Background: an optimization exercise with open tools, aiming at small area. Do not read the settings as production practice. Only simulation tests tie the RTL to the original design; equivalence was not proved. Power is estimated from default activity; no workload was simulated. The flow treats the clock pin as an ideal source, which a real chip does not have.

==> flow/design.v <==
package speckle_pkg;
    localparam int ROWS    = 24;
    localparam int COLS    = 24;
    localparam int NB_DATA = 12;                    
    localparam int DEPTH   = ROWS * COLS;
    localparam int NB_DIV  = 24;                    
    localparam int NB_CNT  = 10;                    
    typedef logic [NB_DATA-1:0] pixel_t;
    typedef logic [NB_CNT-1:0]  cnt_t;              
    typedef logic [NB_DIV-1:0]  div_t;              
    typedef enum logic {
        MODE_SCAN   = 1'b0,
        MODE_CONFIG = 1'b1
    } mode_e;
    typedef enum logic [2:0] {
        IDLE      = 3'b000,
        DONE      = 3'b001,
        SCAN_TRIG = 3'b010,
        SCAN_WAIT = 3'b011,
        CFG_READ  = 3'b100,
        CFG_SEND  = 3'b101,
        CFG_KEY   = 3'b110,
        FINISH    = 3'b111
    } seq_state_e;
    typedef struct packed {
        logic   done;                               
        pixel_t value;
    } adc_rsp_t;
    typedef struct packed {
        logic sclk;
        logic sdata;
        logic key_wr;
    } chip_pins_t;
    typedef struct packed {
        logic valid;
        logic data;                                 
        logic key;                                  
    } shift_req_t;
    function automatic cnt_t cnt_next(input cnt_t c);
        cnt_next = {c[NB_CNT-2:0], ~(c[9] ^ c[6])};
    endfunction
    function automatic cnt_t cnt_at(input int n);
        cnt_t c;
        c = '0;
        for (int i = 0; i < n; i++) begin
            c = cnt_next(c);
        end
        cnt_at = c;
    endfunction
    localparam cnt_t CNT_LAST = cnt_at(DEPTH - 1);
endpackage
module pixel_counter (
    input  logic clk,
    input  logic i_rst_n,
    input  logic i_step,
    output logic o_last
);
    speckle_pkg::cnt_t cnt;
    assign o_last = (cnt == speckle_pkg::CNT_LAST);
    always_ff @(posedge clk) begin
        if (!i_rst_n) begin
            cnt <= '0;
        end else if (i_step) begin
            cnt <= o_last ? '0 : speckle_pkg::cnt_next(cnt);
        end
    end
endmodule
module pixel_ram (
    input  logic                clk,
    input  logic                i_shift,
    input  logic                i_load,
    input  speckle_pkg::pixel_t i_wdata,
    output speckle_pkg::pixel_t o_head
);
    localparam int NB = speckle_pkg::DEPTH * speckle_pkg::NB_DATA;
    logic [NB-1:0] frame;
    assign o_head = frame[speckle_pkg::NB_DATA-1:0];
    always_ff @(posedge clk) begin
        if (i_shift) begin
            frame <= {(i_load ? i_wdata : o_head), frame[NB-1:speckle_pkg::NB_DATA]};
        end
    end
endmodule
module chip_shifter (
    input  logic                    clk,
    input  logic                    i_rst_n,
    input  speckle_pkg::div_t       i_clk_div,
    input  speckle_pkg::shift_req_t i_req,
    output logic                    o_ready,
    output speckle_pkg::chip_pins_t o_chip
);
    logic              active;                      
    logic              second_half;
    logic              sdata;
    logic              key_wr;
    speckle_pkg::div_t phase_cnt;
    logic              half_done;
    assign o_ready   = !active;
    assign half_done = (phase_cnt == i_clk_div);
    assign o_chip.sclk   = active && second_half && !key_wr;
    assign o_chip.sdata  = sdata;
    assign o_chip.key_wr = key_wr;
    always_ff @(posedge clk) begin
        if (!active || half_done) begin
            phase_cnt <= speckle_pkg::div_t'(1);
        end else begin
            phase_cnt <= phase_cnt + 1'b1;
        end
        if (!active) begin
            second_half <= 1'b0;
        end else if (half_done) begin
            second_half <= 1'b1;
        end
    end
    always_ff @(posedge clk) begin
        if (!i_rst_n) begin
            active <= 1'b0;
            sdata  <= 1'b0;
            key_wr <= 1'b0;
        end else if (!active) begin
            if (i_req.valid) begin
                active <= 1'b1;
                if (i_req.key) begin
                    key_wr <= 1'b1;                 
                end else begin
                    sdata <= i_req.data;            
                end
            end
        end else if (half_done && second_half) begin
            active <= 1'b0;
            key_wr <= 1'b0;
        end
    end
endmodule
module mode_sequencer (
    input  logic                    clk,
    input  logic                    i_rst_n,
    input  logic                    i_start,
    input  speckle_pkg::mode_e      i_mode,
    input  speckle_pkg::pixel_t     i_threshold,
    input  logic                    i_adc_done,
    input  logic                    i_last,
    input  speckle_pkg::pixel_t     i_ram_rdata,
    input  logic                    i_shift_ready,
    output logic                    o_adc_trigger,
    output logic                    o_step,
    output logic                    o_load,
    output speckle_pkg::shift_req_t o_shift,
    output logic                    o_busy,
    output logic                    o_done
);
    speckle_pkg::seq_state_e state;
    speckle_pkg::seq_state_e state_next;
    logic                    key_sent;              
    assign o_busy        = (state != speckle_pkg::IDLE) && (state != speckle_pkg::DONE);
    assign o_done        = (state == speckle_pkg::DONE);
    assign o_adc_trigger = (state == speckle_pkg::SCAN_TRIG);
    assign o_load        = (state == speckle_pkg::SCAN_WAIT);
    always_comb begin
        state_next = state;
        o_step     = 1'b0;
        o_shift    = '0;
        case (state)
            speckle_pkg::IDLE, speckle_pkg::DONE: begin
                if (i_start) begin
                    if (i_mode == speckle_pkg::MODE_SCAN) begin
                        state_next = speckle_pkg::SCAN_TRIG;
                    end else begin
                        state_next = speckle_pkg::CFG_READ;
                    end
                end else begin
                    state_next = speckle_pkg::IDLE;
                end
            end
            speckle_pkg::SCAN_TRIG: begin
                state_next = speckle_pkg::SCAN_WAIT;
            end
            speckle_pkg::SCAN_WAIT: begin
                if (i_adc_done) begin
                    o_step = 1'b1;
                    if (i_last) begin
                        state_next = speckle_pkg::FINISH;
                    end else begin
                        state_next = speckle_pkg::SCAN_TRIG;
                    end
                end
            end
            speckle_pkg::CFG_READ: begin
                state_next = speckle_pkg::CFG_SEND;
            end
            speckle_pkg::CFG_SEND: begin
                o_shift.valid = 1'b1;
                o_shift.data  = (i_ram_rdata > i_threshold);
                if (i_shift_ready) begin
                    o_step = 1'b1;
                    if (i_last) begin
                        state_next = speckle_pkg::CFG_KEY;
                    end else begin
                        state_next = speckle_pkg::CFG_READ;
                    end
                end
            end
            speckle_pkg::CFG_KEY: begin
                o_shift.valid = !key_sent;
                o_shift.key   = 1'b1;
                if (key_sent && i_shift_ready) begin
                    state_next = speckle_pkg::FINISH;
                end
            end
            default: begin                          
                state_next = speckle_pkg::DONE;
            end
        endcase
    end
    always_ff @(posedge clk) begin
        if (!i_rst_n) begin
            state    <= speckle_pkg::IDLE;
            key_sent <= 1'b0;
        end else begin
            state    <= state_next;
            key_sent <= (state == speckle_pkg::CFG_KEY) && (key_sent || i_shift_ready);
        end
    end
endmodule
module speckle_sensor_controller (
    input  logic                    clk,
    input  logic                    i_rst_n,
    input  logic                    i_start,
    input  speckle_pkg::mode_e      i_mode,
    input  speckle_pkg::pixel_t     i_threshold,
    input  speckle_pkg::div_t       i_clk_div,
    input  speckle_pkg::adc_rsp_t   i_adc,
    output logic                    o_adc_trigger,
    output speckle_pkg::chip_pins_t o_chip,
    output logic                    o_busy,
    output logic                    o_done
);
    logic                    step;
    logic                    load;
    logic                    cnt_last;
    speckle_pkg::pixel_t     ram_rdata;
    speckle_pkg::shift_req_t shift_req;
    logic                    shift_ready;
    mode_sequencer u_mode_sequencer (
        .clk           ( clk           ),
        .i_rst_n       ( i_rst_n       ),
        .i_start       ( i_start       ),
        .i_mode        ( i_mode        ),
        .i_threshold   ( i_threshold   ),
        .i_adc_done    ( i_adc.done    ),
        .i_last        ( cnt_last      ),
        .i_ram_rdata   ( ram_rdata     ),
        .i_shift_ready ( shift_ready   ),
        .o_adc_trigger ( o_adc_trigger ),
        .o_step        ( step          ),
        .o_load        ( load          ),
        .o_shift       ( shift_req     ),
        .o_busy        ( o_busy        ),
        .o_done        ( o_done        )
    );
    pixel_counter u_pixel_counter (
        .clk     ( clk      ),
        .i_rst_n ( i_rst_n  ),
        .i_step  ( step     ),
        .o_last  ( cnt_last )
    );
    pixel_ram u_pixel_ram (
        .clk     ( clk         ),
        .i_shift ( step        ),
        .i_load  ( load        ),
        .i_wdata ( i_adc.value ),
        .o_head  ( ram_rdata   )
    );
    chip_shifter u_chip_shifter (
        .clk       ( clk         ),
        .i_rst_n   ( i_rst_n     ),
        .i_clk_div ( i_clk_div   ),
        .i_req     ( shift_req   ),
        .o_ready   ( shift_ready ),
        .o_chip    ( o_chip      )
    );
endmodule
==> flow/flow/run.sh <==
#!/bin/bash
# Standard layout, with the clock tree built from strong buffers driving larger
# sink clusters and without dummy loads, and the smallest buffer on the ports.
set -euo pipefail
export CTS_ARGS="-sink_clustering_enable -repair_clock_nets -sink_clustering_size 34 -sink_clustering_max_diameter 80 -buf_list sky130_fd_sc_hd__clkbuf_16 -dont_use_dummy_load"
export BUFFER_PORTS_ARGS="-buffer_cell sky130_fd_sc_hd__buf_1"
bash standard.sh > standard.log 2>&1
==> flow/standard.sh <==
#!/bin/bash
# synth_recipe.tcl (not shown) runs the flow's synth.tcl, then flattens the netlist and writes it again
# the make line also repeats each setting of config.mk as NAME=value (left out here)
make -C /OpenROAD-flow-scripts/flow DESIGN_CONFIG=/design/flow/config.mk WORK_HOME=/design/flow/orfs CLKGATE_MAP_FILE= SYNTH_SCRIPT=/design/flow/synth_recipe.tcl "${@:-finish}"
==> flow/config.mk <==
export PLATFORM = sky130hd
export DESIGN_NAME = speckle_sensor_controller
export DESIGN_NICKNAME = speckle_sensor_controller
export VERILOG_FILES = /design/flow/design.v
export SDC_FILE = /design/flow/constraint.sdc
export NUM_CORES = 4
export LEC_CHECK = 0
export CAP_MARGIN = 0
export CORE_MARGIN = 2
export CORE_UTILIZATION = 70
export SLEW_MARGIN = 0
export SYNTH_MEMORY_MAX_BITS = 8192
==> flow/constraint.sdc <==
create_clock -name core_clock -period 10.0 [get_ports {clk}]
set_input_delay 2.0000 -clock core_clock [delete_from_list [all_inputs] [get_ports {clk}]]
set_output_delay 2.0000 -clock core_clock [all_outputs]
set_load 0.01 [all_outputs]
==> results of run 1 <==
-- power by group --
part	internal [mW]	leakage, nW	switching (mW)
registers	31.9	41.1	0.0214
clock network	4.13	2.81	7.27
logic	0.0449	1.19	0.447
total	36.1	45.1	7.73
-- per-stage QoR --
stage | area (sq um) | hold WS, ns | setup WS, ns | total power [mW] | instances
6_report | 222000 | 0.399 | 5.72 | 43.8 | 11500
5_1_grt | 222000 | 0.398 | 5.54 | 45.3 | 11500
4_1_cts | 222000 | 0.390 | 5.80 | 44.4 | 11500
3_5_place_dp | 216000 | 0.405 | 4.78 | 33.1 | 11300
3_3_place_gp | 216000 | 0.401 | 4.90 | 33.1 | 11300
2_1_floorplan | 210000 | 0.400 | -6.66 | 33.6 | 7220
-- registers in the layout (all words and copies together), names as in the netlist --
signal                      flops
u_chip_shifter.active           1
u_chip_shifter.key_wr           1
u_chip_shifter.phase_cnt       24
u_chip_shifter.sdata            1
u_chip_shifter.second_half      1
u_mode_sequencer.key_sent       1
u_mode_sequencer.state          3
u_pixel_counter.cnt            10
u_pixel_ram.frame            6912
-- per-layer routing --
metal / track usage / wire [um] / vias up / part of all wire
met5: 0 / 0 / - / 0
met4: 0.0363 / 5010 / 0 / 0.022
met3: 0.0180 / 7760 / 315 / 0.034
met2: 0.185 / 91600 / 844 / 0.40
met1: 0.276 / 126000 / 34300 / 0.55
li1: - / - / 29500 / -
-- worst max-delay path, stage by stage, from the launching register on --
cell and delay, ns:
dfxtp_1 0.62, and4bb_2 0.60, a21oi_4 0.19, clkinv_16 0.35, buf_12 0.48, buf_4 0.75
buf_4 0.55
-- area by class of cell --
class | instances | area [sq um]
Clock buffer | 228 | 5710
Timing Repair Buffer | 130 | 1080
Antenna cell | 3 | 7.51
Multi-Input combinational cell | 234 | 1660
Sequential cell | 6954 | 208000
Fill cell | 15900 | 77400
Inverter | 18 | 93.8
Tap cell | 3958 | 4950
-- cells by family after synthesis --
logic type                 after synthesis
AOI/OAI and AO/OA                       41
adders and majority gates               13
DFF                                   6954
muxes                                   11
and+or+nand+nor                        122
xor gates and xnor gates                47
buffers and inverters                   32
-- worst paths after layout --
path	from	end	slack, ns	cells past startpoint
setup / recovery	u_mode_sequencer.state[2]$_SDFFE_PN0P_	u_pixel_ram.frame[2371]$_DFFE_PP_	5.72	6
hold / removal	u_pixel_ram.frame[6383]$_DFFE_PP_	u_pixel_ram.frame[6371]$_DFFE_PP_	0.40	0
setup reg to reg	u_mode_sequencer.state[2]$_SDFFE_PN0P_	u_pixel_ram.frame[2371]$_DFFE_PP_	5.72	6
hold reg to reg	u_pixel_ram.frame[6383]$_DFFE_PP_	u_pixel_ram.frame[6371]$_DFFE_PP_	0.40	0
-- layout by cell type, fill, tap and decap left out, types with 3 or more instances in the layout --
cell       instances
nand4_1            7
inv_1             17
mux2_2            11
ha_1              13
buf_4             46
nor2b_1            6
nor4_1             3
nor2_1            21
buf_1             58
o21ai_0            8
nand3_1           12
a21boi_0           7
buf_12            26
dfxtp_1           42
xnor2_1            4
nand2_1           34
edfxtp_1        6912
a31oi_1            3
nor4_2             4
nor2_2            11
and3_1             5
a22oi_1            3
clkbuf_16        228
xor2_1            43
diode_2            3
and4_1             4
a21oi_1            7
==> run notes, run 1 <==
status=timing/DRC/antenna clean; CP Data Required Time=10.57 ns; register area share after synthesis=0.991; GPL Wtd Cong=around 0.73; Inserted Clock Buffers=228; leading area contributor after synthesis=edfxtp_1; Starting Density=0.702; Die Ht=552 um; Critical Path Fanout Max=between 150 and 200; largest net degree at the start of global routing=236; Max IR drop VDD=0.155 mV; Die W=roughly 550 um; compound-gate portion of the synthesized area=0.00132; Die ar.=305000 sq um; ys flop type=edfxtp_1; Final #Nets=7632; worst-margin pin slew=1.19 ns; CTS resizes=0; final setup vio count=0; Post-Route WL=between 200000 and 250000 um; clk latency of the worst-skew pair=0.94 ns; share of the synthesized area in the top cell type=0.987; layout cell share with drive strength beyond 1=0.0440; Adder-Cell Fraction of Synth Area=0.000774; TritonCTS clock tree=built; largest family of logic cells by synthesized area=simple AND/OR/NAND/NOR gates; synthesized netlist cell count=7220; min-delay worst type=reg2reg; critical path class=reg2reg; arrival time at the worst endpoint=between 4 and 5 ns; unrepaired setup endpoints after global routing=no; Top Ports=59; Synth-to-Final Area Change=5.56%; Yosys warnings=4; Max Freq=0.234 GHz; Synth Cell Area=210000 sq um; count of flip-flops with a built-in enable after synthesis=6912; Vias/cell=5.64; remaining global-route overflow=0; syn_nets=7286; Hold-fix buffers, CTS=0; core area=299000 sq um; Final Core Density=0.741; row count=201; setup tns final=0 ns; most common cell in the synthesized netlist=edfxtp_1; Final min period=between 4 and 5 ns; Total GRT Usage=0.146; Yosys cell types=slightly above 50; DRT antenna net count=0; DRC Markers=0; max cap viols=0; simple-gate share of the synthesized area=0.00320; initial antenna violation count=10; vias=~65000; Yosys reg bits=6954; number of port buffers=just under 60; Slew headroom=0.206; Sink Count=6954; Startpoint Class=flip-flop; static leakage power=45.1 nW; final count of pins violating max slew=0; DRT iter0 DRCs=7533; root buffer cell=clkbuf_16; vias in the first global route=59900; Wirelength per Cell=20.0 um; setup bufs post-CTS=0; Clock Path Buffers=4; Power Density=around 200 nW/um^2; Syn Area/Cell=slightly below 30 sq um; Post-Synth XOR/XNOR Area=0.00196; Synth async-reset ratio=0; HPWL after detailed placement=between 100000 and 150000 um; Final Cycle Share=0.428; H-tree levels=4; clock skew=between 0.03 and 0.04 ns; Synth area leaders=edfxtp_1 99%, dfxtp_1 0.40%, xor2_1 0.18%, ha_1 0.077%, nand2_1 0.061%; Reg clk slew, reported paths=0.11 ns; crit end category=flip-flop; final hold violation count=0; post-synthesis mux area share=0.000589; DR pass1 iterations=6; synth cell count leaders=6912 x edfxtp_1, 43 x xor2_1, 42 x dfxtp_1; first-pass GRT wire length=348000 um
==> run 2: changes to the inputs <==
==> flow/run.sh (new file) <==
#!/bin/bash
# synth_recipe.tcl (not shown) runs the flow's synth.tcl, then flattens the netlist and writes it again
# the make line also repeats each setting of config.mk as NAME=value (left out here)
make -C /OpenROAD-flow-scripts/flow DESIGN_CONFIG=/design/flow/config.mk WORK_HOME=/design/flow/orfs CLKGATE_MAP_FILE= SYNTH_SCRIPT=/design/flow/synth_recipe.tcl finish
--- a/flow/config.mk
+++ b/flow/config.mk
@@ -8,5 +8,8 @@
 export CAP_MARGIN = 0
 export CORE_MARGIN = 2
 export CORE_UTILIZATION = 70
+export CTS_BUF_LIST = sky130_fd_sc_hd__clkbuf_16
+export CTS_CLUSTER_DIAMETER = 80
+export CTS_CLUSTER_SIZE = 34
 export SLEW_MARGIN = 0
 export SYNTH_MEMORY_MAX_BITS = 8192
removed: flow/flow/run.sh
removed: flow/standard.sh
==> run 2 against run 1 <==
  * Die area is the same
  * Critical endpoint is now u_pixel_ram.frame[4380]$_DFFE_PP_
  * Maximum frequency is 9.7% lower
  * Clock skew decreased by 0.010 ns
  * Synthesized cell count unchanged
  * Register-to-register slack better by 0.09 ns
  * Sequential power barely moved
  * Critical path type is now in2reg
  * Hold slack better by 0.011 ns
  * Worst setup slack lost 0.46 ns
  * Flip-flop and latch count did not move
  * Routed wire length shrank 0.28%
==> run notes, run 2 <==
status=timing/DRC/antenna clean (unchanged); switching pwr=7.80 mW (was 7.73 mW); Die ar.=305000 sq um (unchanged); Syn Area/Cell=29.1 sq um (unchanged); Critical path buffers and inverters=4 (unchanged); largest net degree at the start of global routing=225 (was 236); Startpoint Class=input port (was flip-flop); DRT antenna net count=0 (unchanged); DRT iter0 DRCs=7668 (was 7533); most common cell in the synthesized netlist=edfxtp_1 (unchanged); Vias/cell=5.61 (was 5.64); static leakage power=45.6 nW (was 45.1 nW); reg-to-reg critical path startpoint=u_mode_sequencer.state[2]$_SDFFE_PN0P_ (unchanged); final setup vio count=0 (unchanged); FF-to-FF path depth=5 (was 6); crit-path most repeated cell=buf_12 (was buf_4); Final #Nets=7626 (was 7632); multi-input logic area=1660 sq um (unchanged); Clock Path Buffers=4 (unchanged); TritonCTS clock tree=built (unchanged); crit path max-delay cell type=buf_12 (was buf_4); remaining global-route overflow=0 (unchanged); Hold-fix buffers, CTS=0 (unchanged); GPL Wtd Cong=0.733 (was 0.731); number of port buffers=58 (unchanged); Top Ports=59 (unchanged); max cap viols=0 (unchanged); first-pass GRT wire length=343000 um (was 348000 um); Worst Hold Launch=u_pixel_ram.frame[5533]$_DFFE_PP_ (was u_pixel_ram.frame[6383]$_DFFE_PP_); clk latency of the worst-skew pair=0.93 ns (was 0.94 ns); count of flip-flops with a built-in enable after synthesis=6912 (unchanged); Synth Cell Area=210000 sq um (unchanged); CP peak stage delay=0.58 ns (was 0.75 ns); simple-gate share of the synthesized area=0.00320 (unchanged); CP delay by family, top=buffers and inverters (unchanged); HPWL after detailed placement=104000 um (was 103000 um); Synth area leaders=edfxtp_1 99%, dfxtp_1 0.40%, xor2_1 0.18%, ha_1 0.077%, nand2_1 0.061% (unchanged); crit end category=flip-flop (unchanged); synth cell count leaders=6912 x edfxtp_1, 43 x xor2_1, 42 x dfxtp_1 (unchanged); compound-gate portion of the synthesized area=0.00132 (unchanged); Total GRT Usage=0.144 (was 0.146); min-delay worst type=reg2reg (unchanged); Max Freq=0.211 GHz (was 0.234 GHz); Placed Cells=11300 (about the same); Largest regs=u_pixel_ram.frame (6912), u_chip_shifter.phase_cnt (24), u_pixel_counter.cnt (10) (unchanged); Synth-to-Final Area Change=5.96% (was 5.56%); root buffer cell=clkbuf_16 (unchanged); hold slack=0.410 ns (was 0.399 ns); critical path class=in2reg (was reg2reg); max reg flops=6912 (unchanged); final count of pins violating max slew=0 (unchanged); vias in the first global route=59600 (was 59900); CP Data Required Time=10.46 ns (was 10.57 ns); Yosys cell types=51 (unchanged); post-synthesis mux area share=0.000589 (unchanged); Final min period=4.74 ns (was 4.28 ns); Yosys reg bits=6954 (unchanged); Die Ht=552 um (unchanged); share of the synthesized area in the top cell type=0.987 (unchanged); DR pass1 iterations=5 (was 6); Yosys warnings=4 (unchanged); Starting Density=0.702 (unchanged); Synth async-reset ratio=0 (unchanged); Worst R2R End=u_pixel_ram.frame[4632]$_DFFE_PP_ (was u_pixel_ram.frame[2371]$_DFFE_PP_); ys flop type=edfxtp_1 (unchanged); Adder-Cell Fraction of Synth Area=0.000774 (unchanged); vias=64900 (was 65000); H-tree levels=4 (unchanged); setup tns final=0 ns (unchanged); largest family of logic cells by synthesized area=simple AND/OR/NAND/NOR gates (unchanged); most common cell after layout, fill and taps aside=edfxtp_1 (unchanged); clock skew=0.0232 ns (was 0.0337 ns); Final Cycle Share=0.474 (was 0.428); Slew headroom=0.178 (was 0.206); worst hold path endpoint=u_pixel_ram.frame[5521]$_DFFE_PP_ (was u_pixel_ram.frame[6371]$_DFFE_PP_); layout cell share with drive strength beyond 1=0.0452 (was 0.0440); crit path cell chain=clkdlybuf4s50_1 > a21oi_4 > clkinv_16 > buf_12 > buf_12 (was and4bb_2 > a21oi_4 > clkinv_16 > buf_12 > buf_4 > buf_4); Register Area=208000 sq um (unchanged); Power Density=198 nW/um^2 (was 197 nW/um^2); Critical Path Fanout Max=183 (was 164); Worst Hold Depth=0 (unchanged); syn_nets=7286 (unchanged); leading area contributor after synthesis=edfxtp_1 (unchanged); Gate power share=0.012 (was 0.011); Post-Route WL=230000 um (about the same); DRC Markers=0 (unchanged); Inserted Clock Buffers=229 (was 228); Seq pwr share=0.724 (was 0.729); Sink Count=6954 (unchanged); reg2reg setup slack=5.81 ns (was 5.72 ns); Max IR drop VDD=0.211 mV (was 0.155 mV); initial antenna violation count=9 (was 10); worst-margin pin slew=1.23 ns (was 1.19 ns); final hold violation count=0 (unchanged); unrepaired setup endpoints after global routing=no (unchanged); commonest non-fill, non-tap cells in the layout=6912 x edfxtp_1, 233 x clkbuf_16, 58 x clkdlybuf4s50_1, 51 x inv_1, 43 x xor2_1 (was 6912 x edfxtp_1, 228 x clkbuf_16, 58 x buf_1, 46 x buf_4, 43 x xor2_1); CTS resizes=0 (unchanged); Die W=552 um (unchanged); largest register by flop count=u_pixel_ram.frame (unchanged); register area share after synthesis=0.991 (unchanged); Post-Synth XOR/XNOR Area=0.00196 (unchanged); synthesized netlist cell count=7220 (unchanged); arrival time at the worst endpoint=5.20 ns (was 4.85 ns); Cell Int Power=36.3 mW (was 36.1 mW); Reg clk slew, reported paths=0.11 ns (about the same); row count=201 (unchanged); setup bufs post-CTS=0 (unchanged); sw frac=0.177 (about the same); Fillers=15600 (was 15900); core area=299000 sq um (unchanged); non-filler cells, final=11600 (was 11500); Clock Power Share=0.264 (was 0.260); Wirelength per Cell=19.8 um (was 20.0 um)
run 2: cell counts after synthesis:
No cell type changed its count.
run 2: worst max path at each step:
stage | cells past startpoint | start | to
6_report | 5 | i_adc[12] | u_pixel_ram.frame[4380]$_DFFE_PP_
3_3_place_gp | 6 | i_adc[12] | u_pixel_ram.frame[3546]$_DFFE_PP_
3_5_place_dp | 6 | i_adc[12] | u_pixel_ram.frame[3498]$_DFFE_PP_
2_1_floorplan | 2 | i_adc[12] | u_pixel_ram.frame[0]$_DFFE_PP_
5_1_grt | 5 | i_adc[12] | u_pixel_ram.frame[4656]$_DFFE_PP_
4_1_cts | 3 | u_mode_sequencer.state[0]$_SDFFE_PN0P_ | o_done
run 2: cell type report:
cell class / count / area share
timing repair buffer: 123 / 0.00654
antenna: 2 / 0.0000225
clock inverter: 52 / 0.00147
clock buffer: 233 / 0.0262
tap: 3958 / 0.0222
sequential: 6954 / 0.936
inverter: 18 / 0.000421
multi-input combinational: 234 / 0.00744
run 2: layer usage:
metal / share of wire / global-route usage
met1: 0.55 / 0.270
met2: 0.40 / 0.185
met3: 0.034 / 0.0176
met4: 0.019 / 0.0336
met5: 0 / 0
run 2: metrics by stage:
| stage | cell area [sq um] | setup slack, ns | util | total power [mW] |
|---|---|---|---|---|
| after floorplan | 210000 | -6.66 | - | 33.6 |
| after global placement | 217000 | 4.67 | 0.724 | 33.1 |
| after detailed placement | 217000 | 4.55 | 0.724 | 33.1 |
| after CTS | 223000 | 5.49 | 0.744 | 44.7 |
| after global routing | 223000 | 5.31 | 0.744 | 45.5 |
| final | 223000 | 5.26 | 0.744 | 44.1 |
run 2: power by group through the flow:
| stage | clock, mW | combinational (mW) | sequential [mW] |
|---|---|---|---|
| 6_report | 11.6 | 0.508 | 31.9 |
| 2_1_floorplan | 0 | 0.350 | 33.2 |
| 5_1_grt | 13.0 | 0.573 | 31.9 |
| 3_3_place_gp | 0 | 0.506 | 32.6 |
| 4_1_cts | 12.2 | 0.523 | 31.9 |
| 3_5_place_dp | 0 | 0.532 | 32.6 |
run 2: cells by family after synthesis:
| logic type | count (synthesis) |
|---|---|
| compound gates | 41 |
| xor+xnor | 47 |
| fa+ha+maj | 13 |
| buf+inv | 32 |
| flops | 6954 |
| mux | 11 |
| simple gates | 122 |
run 2: worst register-to-register path, cell delays in order (launching register included):
cell	delay (ns)
dfxtp_1	0.64
and4bb_2	0.56
a21oi_4	0.18
clkinv_16	0.27
buf_12	1.08
buf_12	0.95

==> separate check: timing with driven ports <==
Ports are ideal in the flow. The routed layouts listed here were re-timed in OpenROAD. Step 1: set_driving_cell puts a clkbuf_16 on clk and a buf_2 on each other input, an assumption about the parent block. Step 2, shift: input delay + t, output delay - t, t = (earliest + latest rising clock arrival at the registers) / 2. This alone moves slack from input paths to output paths. a / b / c = ideal / step 1 / step 2; a / b = the first two.
run | t (ns) | setup WS [ns] | latest minus earliest clock arrival (ns) | slew at the worst register clock pin (ns) | cell pins on the clock port's net
run 1 | 1.008 | 5.721 / 5.721 / 4.796 | 0.050 / 0.050 | 0.12 / 0.12 | 1
run 2 | 1.000 | 5.261 / 5.330 / 4.331 | 0.036 / 0.037 | 0.12 / 0.12 | 1
After both steps setup and hold are still met in every run listed. The setup slack of run 2, which loses most, moves by +0.069 ns with the drivers and by -0.930 ns with both steps.
